Source: an optimization exercise on an open RTL-to-GDS flow (aim: a short achievable clock period and few clock cycles per item). Production flows keep margins and buffers that such runs may drop. The RTL was checked by simulation tests, not by an equivalence proof against the original design. The clock cells of this run come from the design's own scripts or RTL, not from TritonCTS. No driver is modelled on the clock port, so clock power and skew are understated where the tree is cut down; a real chip needs a root buffer or a tree. Power and IR drop assume default switching activity.

### flow/mytree.tcl
# Clock tree built by recursive bisection of the registers' positions.
# The clock port drives a few root buffers; every level below splits its registers into two
# halves of equal count along the longer side of their bounding box, and buffers sit at the
# centre of the registers they serve. Every register gets the same number of buffers
# between it and the port.
#   CT_LEVELS: bisection depths at which buffers sit, e.g. {2 5 9}: 4 roots at depth 2,
#   a buffer per depth-5 group, a leaf buffer per depth-9 group.
set ::ct_buf   [expr {[info exists ::env(CT_BUF)] ? $::env(CT_BUF) : "sky130_fd_sc_hd__clkbuf_16"}]
set ::ct_levels [expr {[info exists ::env(CT_LEVELS)] ? $::env(CT_LEVELS) : {2 5 9}}]

set ::ct_db     [ord::get_db]
set ::ct_block  [ord::get_db_block]
set ::ct_master [$::ct_db findMaster $::ct_buf]
set ::ct_clk    [$::ct_block findNet clk_i]
set ::ct_count  0

# sinks: {x y iterm}
set ::ct_sinks {}
foreach it [$::ct_clk getITerms] {
  set inst [$it getInst]
  set bb [$inst getBBox]
  set x [expr {([$bb xMin] + [$bb xMax]) / 2}]
  set y [expr {([$bb yMin] + [$bb yMax]) / 2}]
  lappend ::ct_sinks [list $x $y $it]
}
puts "mytree: [llength $::ct_sinks] clock sinks"

proc ct_split {items} {
  set xs [lmap i $items {lindex $i 0}]
  set ys [lmap i $items {lindex $i 1}]
  set dx [expr {[tcl::mathfunc::max {*}$xs] - [tcl::mathfunc::min {*}$xs]}]
  set dy [expr {[tcl::mathfunc::max {*}$ys] - [tcl::mathfunc::min {*}$ys]}]
  set k [expr {$dx >= $dy ? 0 : 1}]
  set sorted [lsort -integer -index $k $items]
  set h [expr {[llength $sorted] / 2}]
  return [list [lrange $sorted 0 [expr {$h - 1}]] [lrange $sorted $h end]]
}

# build the subtree for items at bisection depth d; returns {x y iterm} of its input pin,
# or the items themselves (a list of such triples) when no buffer sits at this depth
proc ct_build {items d} {
  set last [lindex $::ct_levels end]
  if {$d == $last || [llength $items] <= 1} {
    set kids $items
  } else {
    lassign [ct_split $items] a b
    set kids [concat [ct_build $a [expr {$d + 1}]] [ct_build $b [expr {$d + 1}]]]
  }
  if {[lsearch -exact $::ct_levels $d] >= 0} {
    return [list [ct_buffer $kids]]
  }
  return $kids
}

proc ct_buffer {kids} {
  set sx 0; set sy 0
  foreach k $kids { set sx [expr {$sx + [lindex $k 0]}]; set sy [expr {$sy + [lindex $k 1]}] }
  set n [llength $kids]
  set x [expr {$sx / $n}]
  set y [expr {$sy / $n}]
  set name "ctbuf_$::ct_count"
  set net [odb::dbNet_create $::ct_block "ctnet_$::ct_count"]
  $net setSigType CLOCK
  incr ::ct_count
  set inst [odb::dbInst_create $::ct_block $::ct_master $name]
  set w [[$inst getMaster] getWidth]
  set h [[$inst getMaster] getHeight]
  $inst setLocation [expr {$x - $w / 2}] [expr {$y - $h / 2}]
  $inst setPlacementStatus PLACED
  foreach k $kids {
    set it [lindex $k 2]
    $it disconnect
    $it connect $net
  }
  $inst setSourceType TIMING
  [$inst findITerm X] connect $net
  return [list $x $y [$inst findITerm A]]
}

set ::ct_top [ct_build $::ct_sinks 0]
foreach k $::ct_top {
  set it [lindex $k 2]
  $it connect $::ct_clk
}
puts "mytree: $::ct_count buffers, [llength $::ct_top] driven by the clock port"
### config.mk
export PLATFORM = sky130hd
export DESIGN_NAME = call_stack_exclusive_time
export DESIGN_NICKNAME = call_stack_exclusive_time
export VERILOG_FILES = /design/flow/design.v
export SDC_FILE = /design/flow/constraint.sdc
export NUM_CORES = 4
export LEC_CHECK = 0
export CAP_MARGIN = 20
export CORE_MARGIN = 2
export CORE_UTILIZATION = 65
export PLACE_DENSITY = 0.75
export SLEW_MARGIN = 60
### flow/outbuf.tcl
# Moves each output port's buffer next to the register that drives it, so that the
# register sees a short wire and the buffer drives the long one to the pin.
set ::ob_block [ord::get_db_block]
set ::ob_moved 0
foreach bt [$::ob_block getBTerms] {
  if {[$bt getIoType] ne "OUTPUT"} continue
  set net [$bt getNet]
  if {$net eq "NULL"} continue
  foreach it [$net getITerms] {
    if {![$it isOutputSignal]} continue
    set buf [$it getInst]
    set a [$buf findITerm A]
    if {$a eq "NULL" || [$a getNet] eq "NULL"} continue
    foreach it2 [[$a getNet] getITerms] {
      if {![$it2 isOutputSignal]} continue
      set ff [$it2 getInst]
      if {![string match "*__df*" [[$ff getMaster] getName]]} continue
      lassign [$ff getLocation] fx fy
      set fw [[$ff getMaster] getWidth]
      $buf setLocation [expr {$fx + $fw}] $fy
      incr ::ob_moved
    }
  }
}
puts "outbuf: moved $::ob_moved output buffers next to their registers"
### constraint.sdc
create_clock -name core_clock -period 10.0 [get_ports {clk_i}]
set_input_delay 2.0000 -clock core_clock [delete_from_list [all_inputs] [get_ports {clk_i}]]
set_output_delay 2.0000 -clock core_clock [all_outputs]
set_load 0.01 [all_outputs]
### standard.sh
#!/bin/bash
# synth_recipe.tcl (not shown) runs the flow's synth.tcl, then flattens the netlist and writes it again
# the make line also repeats each setting of config.mk as NAME=value (left out here)
make -C /OpenROAD-flow-scripts/flow DESIGN_CONFIG=/design/flow/config.mk WORK_HOME=/design/flow/orfs CLKGATE_MAP_FILE= SYNTH_SCRIPT=/design/flow/synth_recipe.tcl "${@:-finish}"
### flow/run.sh
#!/bin/bash
# The standard layout with these changes:
# - the clock tree is built by flow/mytree.tcl (a balanced tree from a recursive bisection
#   of the registers' positions, three buffer levels) instead of TritonCTS;
# - each output port's buffer is placed next to the register that drives it
#   (flow/outbuf.tcl, run with the clock tree before the CTS step);
# - the resizer may swap cells of different footprints (MATCH_CELL_FOOTPRINT=0);
# - the timing repair steps aim for more setup slack than the 10 ns clock needs, so that
#   they size and buffer the design towards a shorter period.
# The constraints (constraint.sdc) are the design's, unchanged.
set -euo pipefail
W=$(pwd)
export CT_LEVELS="2 5 9"
bash standard.sh SETUP_SLACK_MARGIN=7.0 MATCH_CELL_FOOTPRINT=0 PRE_CTS_TCL="$W/flow/pre_cts.tcl" finish > standard_flow.log 2>&1
### flow/pre_cts.tcl
# Runs before ORFS's CTS step: moves each output port's buffer next to the register driving
# it (outbuf.tcl), builds the clock tree (mytree.tcl) and turns the step's own
# clock_tree_synthesis call into marking the clock as propagated, which is what that call
# leaves behind. The rest of the CTS step (legalization, timing repair) runs as usual.
source [file join [file dirname [info script]] outbuf.tcl]
source [file join [file dirname [info script]] mytree.tcl]
rename clock_tree_synthesis orfs_clock_tree_synthesis
proc clock_tree_synthesis {args} {
  puts "clock tree built by mytree.tcl; not running clock_tree_synthesis $args"
  set_propagated_clock [all_clocks]
}
### design.v
package cset_pkg;
  localparam int TIME_WIDTH      = 32;
  localparam int ID_WIDTH        = 6;
  localparam int CNT_WIDTH       = 7;
  localparam int TDATA_WIDTH     = 40;
  localparam int DEF_MAX_FUNCS   = 64;
  localparam int DEF_STACK_DEPTH = 64;
  localparam logic [CNT_WIDTH-1:0] FCOUNT_RESET = 7'd64;
  localparam int QUEUE_DEPTH     = 16;
  localparam int QW              = $clog2(QUEUE_DEPTH);
  localparam int RESULT_WIDTH    = ID_WIDTH + TIME_WIDTH + 2;
  typedef enum logic [1:0] {
    STATUS_OK        = 2'd0,
    STATUS_OVERFLOW  = 2'd1,
    STATUS_UNDERFLOW = 2'd2,
    STATUS_RANGE     = 2'd3
  } status_e;
  typedef struct packed {
    logic [ID_WIDTH-1:0]   func;
    logic [TIME_WIDTH-1:0] total;
    status_e               status;
  } result_t;
endpackage
module cset_ctrl
(
  input  logic              clk_i,
  input  logic              rst_ni,
  input  logic              in_valid_i,
  output logic              in_ready_o,
  output logic              in_accept_o,
  input  logic              acc_i,         
  input  logic              drop_i,        
  input  logic              res_valid_i,
  input  cset_pkg::result_t res_i,
  output logic              out_valid_o,
  input  logic              out_ready_i,
  output cset_pkg::result_t out_o
);
  localparam int QD = cset_pkg::QUEUE_DEPTH;
  localparam int QW = cset_pkg::QW;
  localparam int OW = QW + 2;
  localparam int RW = cset_pkg::RESULT_WIDTH;
  logic                   ready_q;
  logic                   take_q;
  logic [OW-1:0]          occ_q, occ_d;
  logic [QW-1:0]          wp_q, rp_q, rp_next;
  logic [QW:0]            cnt_q, cnt_in;
  logic                   out_valid_q;
  logic [RW-1:0]          out_q;
  logic [QD-1:0][RW-1:0]  mem_q;
  logic [RW-1:0]          cand0, cand1;
  logic                   take;
  assign in_ready_o  = ready_q;
  assign in_accept_o = in_valid_i && ready_q;
  assign occ_d = occ_q + OW'(acc_i) - OW'(take_q) - OW'(drop_i);
  assign take    = out_valid_q && out_ready_i;
  assign cnt_in  = cnt_q + (QW+1)'(res_valid_i);
  assign rp_next = rp_q + QW'(1);
  assign cand0 = (cnt_q == '0)        ? res_i : mem_q[rp_q];
  assign cand1 = (cnt_q == (QW+1)'(1)) ? res_i : mem_q[rp_next];
  always_ff @(posedge clk_i or negedge rst_ni) begin
    if (!rst_ni) begin
      take_q      <= 1'b0;
      occ_q       <= '0;
      wp_q        <= '0;
      rp_q        <= '0;
      cnt_q       <= '0;
      out_valid_q <= 1'b0;
    end else begin
      take_q      <= take;
      occ_q       <= occ_d;
      if (res_valid_i) begin
        wp_q <= wp_q + QW'(1);
      end
      if (take) begin
        rp_q        <= rp_next;
        cnt_q       <= cnt_in - (QW+1)'(1);
        out_valid_q <= (cnt_in > (QW+1)'(1));
      end else begin
        cnt_q       <= cnt_in;
        out_valid_q <= (cnt_in != '0);
      end
    end
  end
  always_ff @(posedge clk_i) begin
    ready_q <= (occ_q <= OW'(QD - 3));
  end
  always_ff @(posedge clk_i) begin
    for (int i = 0; i < QD; i++) begin
      if (res_valid_i && (wp_q == QW'(i))) begin
        mem_q[i] <= res_i;
      end
    end
    out_q <= take ? cand1 : cand0;
  end
  assign out_valid_o = out_valid_q;
  assign out_o       = out_q;
endmodule
module cset_dpath
#(
  parameter int MAX_FUNCS   = cset_pkg::DEF_MAX_FUNCS,
  parameter int STACK_DEPTH = cset_pkg::DEF_STACK_DEPTH
) (
  input  logic                            clk_i,
  input  logic                            rst_ni,
  input  logic                            cfg_we_i,
  input  logic [cset_pkg::CNT_WIDTH-1:0]  cfg_wdata_i,
  input  logic                            in_accept_i,
  input  logic                            in_kind_i,
  input  logic [cset_pkg::ID_WIDTH-1:0]   in_func_i,
  input  logic [cset_pkg::TIME_WIDTH-1:0] in_time_i,
  output logic                            acc_o,       
  output logic                            drop_o,      
  output logic                            res_valid_o,
  output cset_pkg::result_t               res_o
);
  localparam int TW = cset_pkg::TIME_WIDTH;
  localparam int IW = cset_pkg::ID_WIDTH;
  localparam logic [TW-1:0] TMAX = '1;
  logic          p1_v;
  logic          p1_kind;
  logic [IW-1:0] p1_id;
  logic [TW-1:0] p1_ts;
  logic          p1_range;
  logic [cset_pkg::CNT_WIDTH-1:0] fcount_q;
  always_ff @(posedge clk_i or negedge rst_ni) begin
    if (!rst_ni) begin
      p1_v <= 1'b0;
    end else begin
      p1_v <= in_accept_i;
    end
  end
  always_ff @(posedge clk_i) begin
    p1_kind <= in_kind_i;
    p1_id   <= in_func_i;
    p1_ts   <= in_time_i;
    p1_range <= ({1'b0, in_func_i} >= fcount_q);
  end
  assign acc_o = p1_v;
  logic [STACK_DEPTH:0]           th_q;
  logic                           full_q, empty_q;
  logic                           s1_range, s1_push, s1_pop;
  cset_pkg::status_e              s1_status;
  assign full_q   = th_q[STACK_DEPTH];
  assign empty_q  = !th_q[1];
  assign s1_range = p1_range;
  assign s1_push  = p1_v && !p1_kind && !s1_range && !full_q;
  assign s1_pop   = p1_v &&  p1_kind && !s1_range && !empty_q;
  always_comb begin
    if (s1_range) begin
      s1_status = cset_pkg::STATUS_RANGE;
    end else if (!p1_kind) begin
      s1_status = full_q ? cset_pkg::STATUS_OVERFLOW : cset_pkg::STATUS_OK;
    end else begin
      s1_status = empty_q ? cset_pkg::STATUS_UNDERFLOW : cset_pkg::STATUS_OK;
    end
  end
  logic              p2_v, p2_push, p2_pop, p2_res;
  logic [STACK_DEPTH-1:1] p2_spush;
  logic [STACK_DEPTH-2:0] p2_spop;
  cset_pkg::status_e p2_status;
  logic [IW-1:0]     p2_id;
  logic [TW-1:0]     p2_ts;
  logic [TW:0]       p2_ts1;
  logic [MAX_FUNCS-1:0] p2_fhot;
  always_ff @(posedge clk_i or negedge rst_ni) begin
    if (!rst_ni) begin
      fcount_q <= cset_pkg::FCOUNT_RESET;
      th_q     <= (STACK_DEPTH+1)'(1);
      p2_v     <= 1'b0;
      p2_push  <= 1'b0;
      p2_pop   <= 1'b0;
      p2_res   <= 1'b0;
    end else begin
      if (cfg_we_i) begin
        fcount_q <= cfg_wdata_i;
      end
      if (s1_push) begin
        th_q <= {th_q[STACK_DEPTH-1:0], 1'b1};
      end else if (s1_pop) begin
        th_q <= {1'b0, th_q[STACK_DEPTH:1]};
      end
      p2_v    <= p1_v;
      p2_push <= s1_push;
      p2_pop  <= s1_pop;
      p2_res  <= p1_v && !s1_push;
    end
  end
  always_ff @(posedge clk_i) begin
    p2_status <= s1_status;
    p2_id     <= p1_id;
    p2_ts     <= p1_ts;
    p2_ts1    <= {1'b0, p1_ts} + {{TW{1'b0}}, 1'b1};
    for (int i = 1; i < STACK_DEPTH; i++) begin
      p2_spush[i] <= s1_push && th_q[i];
    end
    for (int i = 0; i < STACK_DEPTH - 1; i++) begin
      p2_spop[i] <= s1_pop && th_q[i+2];
    end
    for (int k = 0; k < MAX_FUNCS; k++) begin
      p2_fhot[k] <= (p1_id == IW'(k));
    end
  end
  assign drop_o = p2_v && !p2_res;
  logic [STACK_DEPTH-1:0][TW-1:0] sstk;
  always_ff @(posedge clk_i) begin
    if (p2_push) begin
      sstk[0] <= p2_ts;
    end else if (p2_spop[0]) begin
      sstk[0] <= sstk[1];
    end
    for (int i = 1; i < STACK_DEPTH - 1; i++) begin
      if (p2_spush[i]) begin
        sstk[i] <= sstk[i-1];
      end else if (p2_spop[i]) begin
        sstk[i] <= sstk[i+1];
      end
    end
    if (p2_spush[STACK_DEPTH-1]) begin
      sstk[STACK_DEPTH-1] <= sstk[STACK_DEPTH-2];
    end
  end
  logic [TW+1:0] s2_diff;
  logic          s2_zero;
  assign s2_diff = {1'b0, p2_ts1} - {2'b00, sstk[0]};
  assign s2_zero = (p2_ts1 == {1'b0, sstk[0]});
  logic                   p2b_push, p2b_pop, p2b_res;
  logic [STACK_DEPTH-1:1] p2b_spush;
  logic [STACK_DEPTH-2:0] p2b_spop;
  cset_pkg::status_e      p2b_status;
  logic [IW-1:0]          p2b_id;
  logic [MAX_FUNCS-1:0]   p2b_fhot;
  logic [TW+1:0]          p2b_diff;
  logic                   p2b_zero;
  always_ff @(posedge clk_i or negedge rst_ni) begin
    if (!rst_ni) begin
      p2b_push <= 1'b0;
      p2b_pop  <= 1'b0;
      p2b_res  <= 1'b0;
    end else begin
      p2b_push <= p2_push;
      p2b_pop  <= p2_pop;
      p2b_res  <= p2_res;
    end
  end
  always_ff @(posedge clk_i) begin
    p2b_spush  <= p2_spush;
    p2b_spop   <= p2_spop;
    p2b_status <= p2_status;
    p2b_id     <= p2_id;
    p2b_fhot   <= p2_fhot;
    p2b_diff   <= s2_diff;
    p2b_zero   <= s2_zero;
  end
  logic [TW-1:0] s2_dur;
  always_comb begin
    if (p2b_diff[TW+1] || p2b_zero) begin
      s2_dur = '0;
    end else if (p2b_diff[TW]) begin
      s2_dur = TMAX;
    end else begin
      s2_dur = p2b_diff[TW-1:0];
    end
  end
  logic                 p3_push, p3_pop, p3_res;
  logic [STACK_DEPTH-1:1] p3_cpush;
  logic [STACK_DEPTH-2:1] p3_cpop;
  cset_pkg::status_e    p3_status;
  logic [IW-1:0]        p3_id;
  logic [TW-1:0]        p3_dur;
  logic [TW-1:0]        p3_rd;
  logic                 p3_f1, p3_f2, p3_f3;
  logic [MAX_FUNCS-1:0][TW-1:0] tot_q;
  logic [MAX_FUNCS-1:0]         tval_q;
  logic [TW-1:0]                s2_tot_rd;
  always_comb begin
    s2_tot_rd = '0;
    for (int k = 0; k < MAX_FUNCS; k++) begin
      s2_tot_rd = s2_tot_rd | ({TW{p2b_fhot[k] && tval_q[k]}} & tot_q[k]);
    end
  end
  logic                 p4_pop, p4_res;
  logic [IW-1:0]        p4_id;
  logic                 p5_pop, p5_res;
  logic [IW-1:0]        p5_id;
  logic [TW:0]          p5_sum;     
  logic [TW:0]          p6_sum;
  always_ff @(posedge clk_i or negedge rst_ni) begin
    if (!rst_ni) begin
      p3_push <= 1'b0;
      p3_pop  <= 1'b0;
      p3_res  <= 1'b0;
    end else begin
      p3_push <= p2b_push;
      p3_pop  <= p2b_pop;
      p3_res  <= p2b_res;
    end
  end
  always_ff @(posedge clk_i) begin
    p3_status <= p2b_status;
    p3_id     <= p2b_id;
    p3_dur    <= s2_dur;
    p3_cpush[1] <= p2b_push;
    for (int j = 2; j < STACK_DEPTH; j++) begin
      p3_cpush[j] <= p2b_spush[j-1];
    end
    for (int j = 1; j < STACK_DEPTH - 1; j++) begin
      p3_cpop[j] <= p2b_spop[j];
    end
    p3_rd     <= s2_tot_rd;
    p3_f1     <= p3_pop && (p3_id == p2b_id);
    p3_f2     <= p4_pop && (p4_id == p2b_id);
    p3_f3     <= p5_pop && (p5_id == p2b_id);
  end
  logic [STACK_DEPTH-1:0][TW:0]   cstk;
  logic [TW:0]                    s3_parent_sum;
  logic [TW:0]                    s3_excl_sub;
  assign s3_parent_sum = {1'b0, cstk[1][TW-1:0]} + {1'b0, p3_dur};
  assign s3_excl_sub   = cstk[0][TW] ? {1'b1, {TW{1'b0}}}
                                     : {1'b0, p3_dur} - {1'b0, cstk[0][TW-1:0]};
  always_ff @(posedge clk_i) begin
    if (p3_push) begin
      cstk[0] <= '0;
    end else if (p3_pop) begin
      cstk[0] <= {cstk[1][TW] || s3_parent_sum[TW], s3_parent_sum[TW-1:0]};
    end
    for (int j = 1; j < STACK_DEPTH - 1; j++) begin
      if (p3_cpush[j]) begin
        cstk[j] <= cstk[j-1];
      end else if (p3_cpop[j]) begin
        cstk[j] <= cstk[j+1];
      end
    end
    if (p3_cpush[STACK_DEPTH-1]) begin
      cstk[STACK_DEPTH-1] <= cstk[STACK_DEPTH-2];
    end
  end
  logic [TW:0]                  s3_tot;
  logic [TW:0]                  s4_sum;
  cset_pkg::status_e    p4_status;
  logic [TW:0]          p4_excl_sub;
  logic [TW:0]          p4_tot;
  cset_pkg::status_e    p5_status;
  logic [MAX_FUNCS-1:0] p5_we;
  always_comb begin
    if (p3_f1) begin
      s3_tot = s4_sum;
    end else if (p3_f2) begin
      s3_tot = p5_sum;
    end else if (p3_f3) begin
      s3_tot = p6_sum;
    end else begin
      s3_tot = {1'b0, p3_rd};
    end
  end
  always_ff @(posedge clk_i or negedge rst_ni) begin
    if (!rst_ni) begin
      p4_pop <= 1'b0;
      p4_res <= 1'b0;
    end else begin
      p4_pop <= p3_pop;
      p4_res <= p3_res;
    end
  end
  always_ff @(posedge clk_i) begin
    p4_status <= p3_status;
    p4_id     <= p3_id;
    p4_excl_sub <= s3_excl_sub;
    p4_tot    <= s3_tot;
  end
  logic [TW:0]   s4_add;
  assign s4_add = {1'b0, p4_tot[TW-1:0]} + {1'b0, p4_excl_sub[TW-1:0]};
  assign s4_sum = p4_excl_sub[TW] ? p4_tot : {p4_tot[TW] || s4_add[TW], s4_add[TW-1:0]};
  logic [TW-1:0] p5_total;
  assign p5_total = p5_sum[TW] ? TMAX : p5_sum[TW-1:0];
  always_ff @(posedge clk_i or negedge rst_ni) begin
    if (!rst_ni) begin
      p5_pop <= 1'b0;
      p5_res <= 1'b0;
      p5_we  <= '0;
    end else begin
      p5_pop <= p4_pop;
      p5_res <= p4_res;
      for (int k = 0; k < MAX_FUNCS; k++) begin
        p5_we[k] <= p4_pop && (p4_id == IW'(k));
      end
    end
  end
  always_ff @(posedge clk_i) begin
    p5_status <= p4_status;
    p5_id     <= p4_id;
    p5_sum    <= s4_sum;
    p6_sum    <= p5_sum;
  end
  always_ff @(posedge clk_i or negedge rst_ni) begin
    if (!rst_ni) begin
      tval_q <= '0;
    end else begin
      for (int k = 0; k < MAX_FUNCS; k++) begin
        if (p5_we[k]) begin
          tval_q[k] <= 1'b1;
        end
      end
    end
  end
  always_ff @(posedge clk_i) begin
    for (int k = 0; k < MAX_FUNCS; k++) begin
      if (p5_we[k]) begin
        tot_q[k] <= p5_total;
      end
    end
  end
  assign res_valid_o  = p5_res;
  assign res_o.func   = p5_id;
  assign res_o.total  = p5_pop ? p5_total : '0;
  assign res_o.status = p5_status;
endmodule
module call_stack_exclusive_time
#(
  parameter int MAX_FUNCS   = cset_pkg::DEF_MAX_FUNCS,
  parameter int STACK_DEPTH = cset_pkg::DEF_STACK_DEPTH
) (
  input  logic                   clk_i,
  input  logic                   rst_ni,
  input  logic                   cfg_we_i,
  input  logic [cset_pkg::CNT_WIDTH-1:0]   cfg_wdata_i,     
  input  logic                   s_axis_tvalid,
  output logic                   s_axis_tready,
  input  logic [cset_pkg::TDATA_WIDTH-1:0] s_axis_tdata,    
  input  logic [0:0]             s_axis_tuser,    
  output logic                   m_axis_tvalid,
  input  logic                   m_axis_tready,
  output logic [cset_pkg::TDATA_WIDTH-1:0] m_axis_tdata,    
  output logic [1:0]             m_axis_tuser     
);
  logic                        accept;
  logic                        acc, drop, res_valid;
  cset_pkg::result_t           res, out;
  cset_ctrl u_ctrl (
    .clk_i       (clk_i),
    .rst_ni      (rst_ni),
    .in_valid_i  (s_axis_tvalid),
    .in_ready_o  (s_axis_tready),
    .in_accept_o (accept),
    .acc_i       (acc),
    .drop_i      (drop),
    .res_valid_i (res_valid),
    .res_i       (res),
    .out_valid_o (m_axis_tvalid),
    .out_ready_i (m_axis_tready),
    .out_o       (out)
  );
  cset_dpath #(
    .MAX_FUNCS   (MAX_FUNCS),
    .STACK_DEPTH (STACK_DEPTH)
  ) u_dpath (
    .clk_i       (clk_i),
    .rst_ni      (rst_ni),
    .cfg_we_i    (cfg_we_i),
    .cfg_wdata_i (cfg_wdata_i),
    .in_accept_i (accept),
    .in_kind_i   (s_axis_tuser[0]),
    .in_func_i   (s_axis_tdata[cset_pkg::ID_WIDTH-1:0]),
    .in_time_i   (s_axis_tdata[cset_pkg::ID_WIDTH+cset_pkg::TIME_WIDTH-1:cset_pkg::ID_WIDTH]),
    .acc_o       (acc),
    .drop_o      (drop),
    .res_valid_o (res_valid),
    .res_o       (res)
  );
  assign m_axis_tdata = {{(cset_pkg::TDATA_WIDTH - cset_pkg::ID_WIDTH - cset_pkg::TIME_WIDTH){1'b0}}, out.total, out.func};
  assign m_axis_tuser = out.status;
endmodule
==> results.tsv <==
stage	metric	value	unit
sta	Final setup viols	0	
routing	DR vias	162000	
synth	post-synthesis register bit count	8007	
routing	Post-route DRC	0	
layout	layout net count	17500	
routing	initial detailed-routing violation count	21300	
sta	period utilization	33.0	%
job	MaxCap Viol Count	0	
global_routing	Global Route Usage Sum	30.5	%
sta	Fin. Hold Viols	0	
worst_setup_path	slowest stage cell, crit path	dfrtp_1	
worst_setup_path	CP max stage delay	380	ps
placement	dpl cells	23100	
layout	most common cell after layout, fill and taps aside	edfxtp_1	
floorplan	Die Height	699	um
sta	final slew viol count	0	
power	Max VDD drop	192	uV
floorplan	IO Count	97	
sta	crit path time final	3300	ps
clocking	clk slew on worst S/H paths	70	ps
clocking	hold_buf cts	0	
global_routing	vias in the first global route	167000	
sta	Setup Skew	113	ps
sta	Fmax	303	MHz
worst_setup_path	Cell Chain, Critical Path	clkbuf_2	
placement	port buffer count	92	
layout	most frequent cells in the layout	edfxtp_1 (6,815), mux2_2 (4,075), dfxtp_1 (891), clkbuf_16 (557), a221oi_1 (515)	
floorplan	Core Area	481000	um^2
routing	DR WL/cell	32.1	um
layout	Layout area overhead	9.18	%
synth	Post-synth EDFFs	6815	
synth	Seq/Total Area, Yosys	73.2	%
worst_setup_path	CP bufs+invs	1	
power	Pleak	88.9	nW
routing	Antenna Nets Post-Route	0	
status	status	no timing/DRC/antenna violations	
floorplan	Initial Util	65.1	%
synth	top_reg_cell synth	edfxtp_1	
layout	fin cells	23800	
power	Power Total	65.5	mW
placement	Place WS	5880	ps
sta	Min Hold Slack	307	ps
floorplan	Die Area	488000	um^2
sta	worst-margin pin slew	776	ps
floorplan	die width	699	um
global_routing	initial antenna violation count	35	
clocking	Worst-Skew Late Latency	890	ps
synth	yosys warns	2	
worst_setup_path	Worst EP required	8000	ps
worst_setup_path	CP endpoint kind	output port	
sta	Slew HR	48.3	%
worst_setup_path	crit path DAT	1300	ps
sta	setup TNS	0	ps
worst_setup_path	crit start category	register	
sta	final worst slack	6700	ps
layout	fraction of layout instances using a drive strength above 1	36.1	%
global_routing	largest net degree at the start of global routing	114	
routing	drt total wl	764000	um
routing	1st-pass router iterations	9	
worst_setup_path	critical setup path kind	register to output port	
synth	post-synthesis cell count	17100	
synth	Synth Cell Area	314000	um^2
placement	GPL Wtd Cong	0.864	
global_routing	first-pass GRT wire length	1110000	um
placement	HPWL after DPL	461000	um
power	power density over the cells	191	nW/um^2
layout	FILL cells	29100	
synth	syn_area_per_cell	18.4	um^2
worst_setup_path	CP max FO	2	
routing	vias per inst	6.81	
synth	Async S/R FF share, synth	2.95	%
floorplan	Rows	255	
synth	Yosys cell types	89	
worst_setup_path	Top Family by Delay on Critical Path	flip-flops	
min_path	Hold Path Class	register to register	
sta	RSZ-0062 raised after global routing	yes	
global_routing	total global routing overflow	0	
-- cell usage after synthesis, drive strengths merged (151+ instances only) --
cell | count | area, um^2
a21oi | 180 | 908
a221oi | 518 | 4540
a22o | 514 | 4500
and2 | 247 | 1550
buf | 151 | 598
clkbuf | 820 | 3080
dfrtp | 234 | 5860
dfxtp | 956 | 19100
edfxtp | 6815 | 205000
ha | 153 | 1910
mux2 | 4075 | 45900
mux4 | 398 | 8960
nand2 | 171 | 642
nor2 | 366 | 1370
or2 | 229 | 1430
-- cells by family (layout without fill, tap and decap cells) --
logic type,Yosys count,count (layout),synth area share (%)
buffers and inverters,1112,1354,1.34
AO/OA/AOI/OAI,1714,1714,4.30
XOR/XNOR,138,138,0.385
multiplexers,4527,4527,17.7
adder cells (fa/ha/maj),159,159,0.649
other,1,19,0.00120
flip-flops,8007,8007,73.2
AND/OR/NAND/NOR,1432,1434,2.42
-- what timing repair did --
item,in CTS,in global routing
setup endpoints to repair,123,124
gates resized for setup,306,89
cloned,6,10
pin swaps,28,53
buffers inserted,36,41
-- flip-flops by register name, summed over array words and instances, names as in the netlist, 65 cells and up --
register and flops:
u_ctrl.mem_q 640, u_dpath.tot_q 2048, u_dpath.cstk 2112, u_dpath.th_q 65, u_dpath.sstk 2048
-- metrics by stage --
stage / util (%) / instance area [um^2]
final: 71.1 / 342000
after detailed placement: 67.6 / 326000
after CTS: 70.7 / 340000
after floorplan: - / 314000
after global placement: 66.8 / 322000
after global routing: 71.1 / 342000
-- layout make-up, without the clock buffers --
cell class / count / area [um^2] / area share [%]
inverter: 141 / 554 / 0.162
tap: 6425 / 8040 / 2.35
antenna: 17 / 42.5 / 0.0124
timing repair buffer: 665 / 9040 / 2.64
multi-input combinational: 7974 / 81100 / 23.7
sequential: 8007 / 230000 / 67.1
-- per-layer routing --
metal,global-route usage (%),share of wire [%],vias up
met5,0.0196,0.026,-
met4,15.2,6.4,24
met3,7.63,11,2750
met2,47.7,46,9323
met1,40.5,37,82100
li1,-,-,67700
-- where the power goes --
group | switching [mW] | leakage (nW) | internal (mW)
Clock | 10.2 | 6.75 | 9.56
Combinational | 4.31 | 24.0 | 3.57
Sequential | 0.588 | 58.1 | 37.3
-- path summary, 6_finish.rpt --
kind	startpoint	endpoint	slack (ps)	depth (start not counted)
min in group asynchronous	rst_ni	u_ctrl.cnt_q[4]	1140	2
max in group asynchronous	rst_ni	u_dpath.p5_we[57]	7720	5
setup / recovery	u_ctrl.out_valid_q	m_axis_tvalid	6700	1
hold / removal	u_dpath.p2_fhot[60]	u_dpath.p2b_fhot[60]	310	0
setup reg to reg	u_dpath.cstk[33]	u_dpath.cstk[28]	6890	14
hold reg to reg	u_dpath.p2_fhot[60]	u_dpath.p2b_fhot[60]	310	0
Testbench counts, summed over its fixed seeds: cycles 19,370, items 19,314.

-- port drivers added, routing unchanged --
Ports are ideal in the flow. The routed layout listed here was re-timed in OpenROAD. Step 1 (the two cells are an assumption about what drives the block):
set clk [get_ports {clk_i}]
set_driving_cell -lib_cell sky130_fd_sc_hd__clkbuf_16 $clk
set_driving_cell -lib_cell sky130_fd_sc_hd__buf_2 [delete_from_list [all_inputs] $clk]
Step 2 moves the port delays by t, midway between the first and last clock arrival at a register: inputs arrive t later, outputs are due t later. That takes back most of the time a late clock gives input paths. Three values: ideal ports, drivers, drivers and shift; two values: the first two.
t, ns: 1.073
setup WS [ns]: 6.705 / 6.440 / 6.223
worst setup path after step 2: input to register
pins driven straight from the clock port: 4
After both steps setup and hold are still met in this run. For this run, drivers alone change the setup slack by -0.265 ns; drivers and shift together by -0.482 ns.
